Source: an optimization exercise on an open RTL-to-GDS flow (aim: small area). Production flows keep margins and buffers that such runs may drop.
Only simulation tests tie the RTL to the original design; equivalence was not proved.
Power figures rest on the tool's default switching activity, not on a simulated workload. No driver is modelled on the clock port, so clocking that relies on it looks cheaper here than on a real chip.

07-09:
Design rms_normalizer_top, start of the top module:
module rms_normalizer_top #(
    parameter int MAX_LEN = rmsn_pkg::MAX_LEN_DEF
) (
    input  logic        clk,
    input  logic        rst_n,
    input  logic        psel,
    input  logic        penable,
    input  logic        pwrite,
    input  logic [2:0]  paddr,
    input  logic [31:0] pwdata,
    output logic [31:0] prdata,
    output logic        pready,
    input  logic        in_valid,
    output logic        in_stall,
    input  logic signed [15:0] element_value,
    input  logic signed [15:0] gain_weight,
    input  logic        end_of_vector,
    output logic        out_valid,
    input  logic        out_stall,
    output logic signed [15:0] normalized_value,
    output logic        final_output,
    output logic        length_overflow
);
Size: roughly 3,500 cells after synthesis, about 130 I/O pins, roughly 56,000 µm² of cells after synthesis.
Settings: LEC_CHECK=0, CAP_MARGIN=20, CORE_MARGIN=2, CORE_UTILIZATION=40, CTS_BUF_LIST=sky130_fd_sc_hd__clkbuf_16, CTS_CLUSTER_DIAMETER=60, CTS_CLUSTER_SIZE=35, SLEW_MARGIN=20; clock period 10.0 ns.
run.sh (not shown) runs the stock make flow with config.mk's settings and CLKGATE_MAP_FILE= SYNTH_SCRIPT=/design/flow/synth_recipe.tcl, a recipe that flattens the netlist after the stock synthesis.
07-09: full flow OK, the timing, design-rule and antenna checks passed
### 07-09 -> 01-15
Settings: a deleted CTS_CLUSTER_SIZE that had been 35; a deleted CTS_BUF_LIST that had been sky130_fd_sc_hd__clkbuf_16; a deleted CTS_CLUSTER_DIAMETER that had been 60.
Notes after the runs:
When 01-15 is measured against 07-09, its minimum hold slack turns out 0.0085 ns higher.
Total CTS buffers, 07-09 and 01-15, lower one = 07-09.
Post-route clock period utilization across 07-09 and 01-15: no real change.
[compare] base=07-09 new=01-15: power rose about 18%; register-to-register slack about even.
Compared to 07-09, the routing of 01-15 uses more wire.
When 01-15 is measured against 07-09, its share of the final layout cell area in multi-input gates turns out 0.53 points lower.
Between 01-15 and 07-09, it is 01-15 whose first-iteration DRC count is lower, by 2.6%.

---

rms_normalizer_top, a different RTL version from the one above (not shown whole).
For scale: ~2,900 cells after synthesis, about 2,200 flip-flops, roughly 130 I/O pins.
// rms_normalizer_top
module rms_normalizer_top #(
    parameter int MAX_LEN = rmsn_pkg::MAX_LEN_DEF
) (
    input  logic        clk,
    input  logic        rst_n,
    input  logic        psel,
    input  logic        penable,
    input  logic        pwrite,
    input  logic [2:0]  paddr,
    input  logic [31:0] pwdata,
    output logic [31:0] prdata,
    output logic        pready,
    input  logic        in_valid,
    output logic        in_stall,
    input  logic signed [15:0] element_value,
    input  logic signed [15:0] gain_weight,
    input  logic        end_of_vector,
    output logic        out_valid,
    input  logic        out_stall,
    output logic signed [15:0] normalized_value,
    output logic        final_output,
    output logic        length_overflow
);
export LEC_CHECK = 0
export CAP_MARGIN = 20
export CORE_MARGIN = 2
export CORE_UTILIZATION = 40
export CTS_BUF_LIST = sky130_fd_sc_hd__clkbuf_16
export CTS_CLUSTER_DIAMETER = 60
export CTS_CLUSTER_SIZE = 35
export SLEW_MARGIN = 20
create_clock -name core_clock -period 10.0 [get_ports {clk}]
standard.sh (not shown) runs the stock make flow with config.mk's settings and CLKGATE_MAP_FILE= SYNTH_SCRIPT=/design/flow/synth_recipe.tcl, a recipe that flattens the netlist after the stock synthesis.
==> flow/flow/run.sh <==
#!/bin/bash
# Standard ORFS flow; only the clock tree (no dummy loads) and the port
# buffer cell are chosen here. Tool output goes to flow_make.log.
set -euo pipefail
export CTS_ARGS="-sink_clustering_enable -repair_clock_nets -dont_use_dummy_load -buf_list sky130_fd_sc_hd__clkbuf_16 -sink_clustering_size 35 -sink_clustering_max_diameter 80"
export BUFFER_PORTS_ARGS="-buffer_cell sky130_fd_sc_hd__buf_1"
bash standard.sh > flow_make.log 2>&1
The first run went through all stages and came out clean.
Change:
==> flow/flow/run.sh (replaced) <==
#!/bin/bash
# Standard ORFS flow; only the clock tree (no dummy loads) and the port
# buffer cell are chosen here. Tool output goes to flow_make.log.
set -euo pipefail
export CTS_ARGS="-sink_clustering_enable -repair_clock_nets -dont_use_dummy_load -buf_list sky130_fd_sc_hd__clkbuf_16 -sink_clustering_size 32 -sink_clustering_max_diameter 80"
export BUFFER_PORTS_ARGS="-buffer_cell sky130_fd_sc_hd__buf_1"
bash standard.sh > flow_make.log 2>&1
Outcome:
- The changed run completed without violations
- clock-buffer cell count rises by 4
- critical path depth is unchanged
- cell area stays flat
- sequential cell count is unchanged

-- what the ideal ports hide --
No port has a modelled driver above. Below, the same layouts with a new extraction and two added sets of constraints.
Step 1 (the two cells are an assumption about what drives the block):
set clk [get_ports {clk}]
set_driving_cell -lib_cell sky130_fd_sc_hd__clkbuf_16 $clk
set_driving_cell -lib_cell sky130_fd_sc_hd__buf_2 [delete_from_list [all_inputs] $clk]
Step 2 adds t to the input delays and takes it off the output delays; t is the mean of the earliest and latest rising clock arrival at the registers after step 1. Input paths then give back, and output paths get back, about the clock's delay inside the block.
Slacks: ideal ports / drivers / drivers and shift; pairs: ideal ports / drivers.
| run | t (ns) | setup WS [ns] | worst slew at a driven data input, ns |
|---|---|---|---|
| 07-09 | 0.800 | 3.190 / 3.190 / 3.190 | 0.10 |
| 01-15 | 0.858 | 3.185 / 3.185 / 3.185 | 0.10 |
| the first run of note 2 | 0.712 | 4.855 / 4.789 / 5.346 | 0.11 |
| the second run of note 2 | 0.709 | 4.849 / 4.782 / 5.342 | 0.11 |
After both steps setup and hold are still met in every run listed.
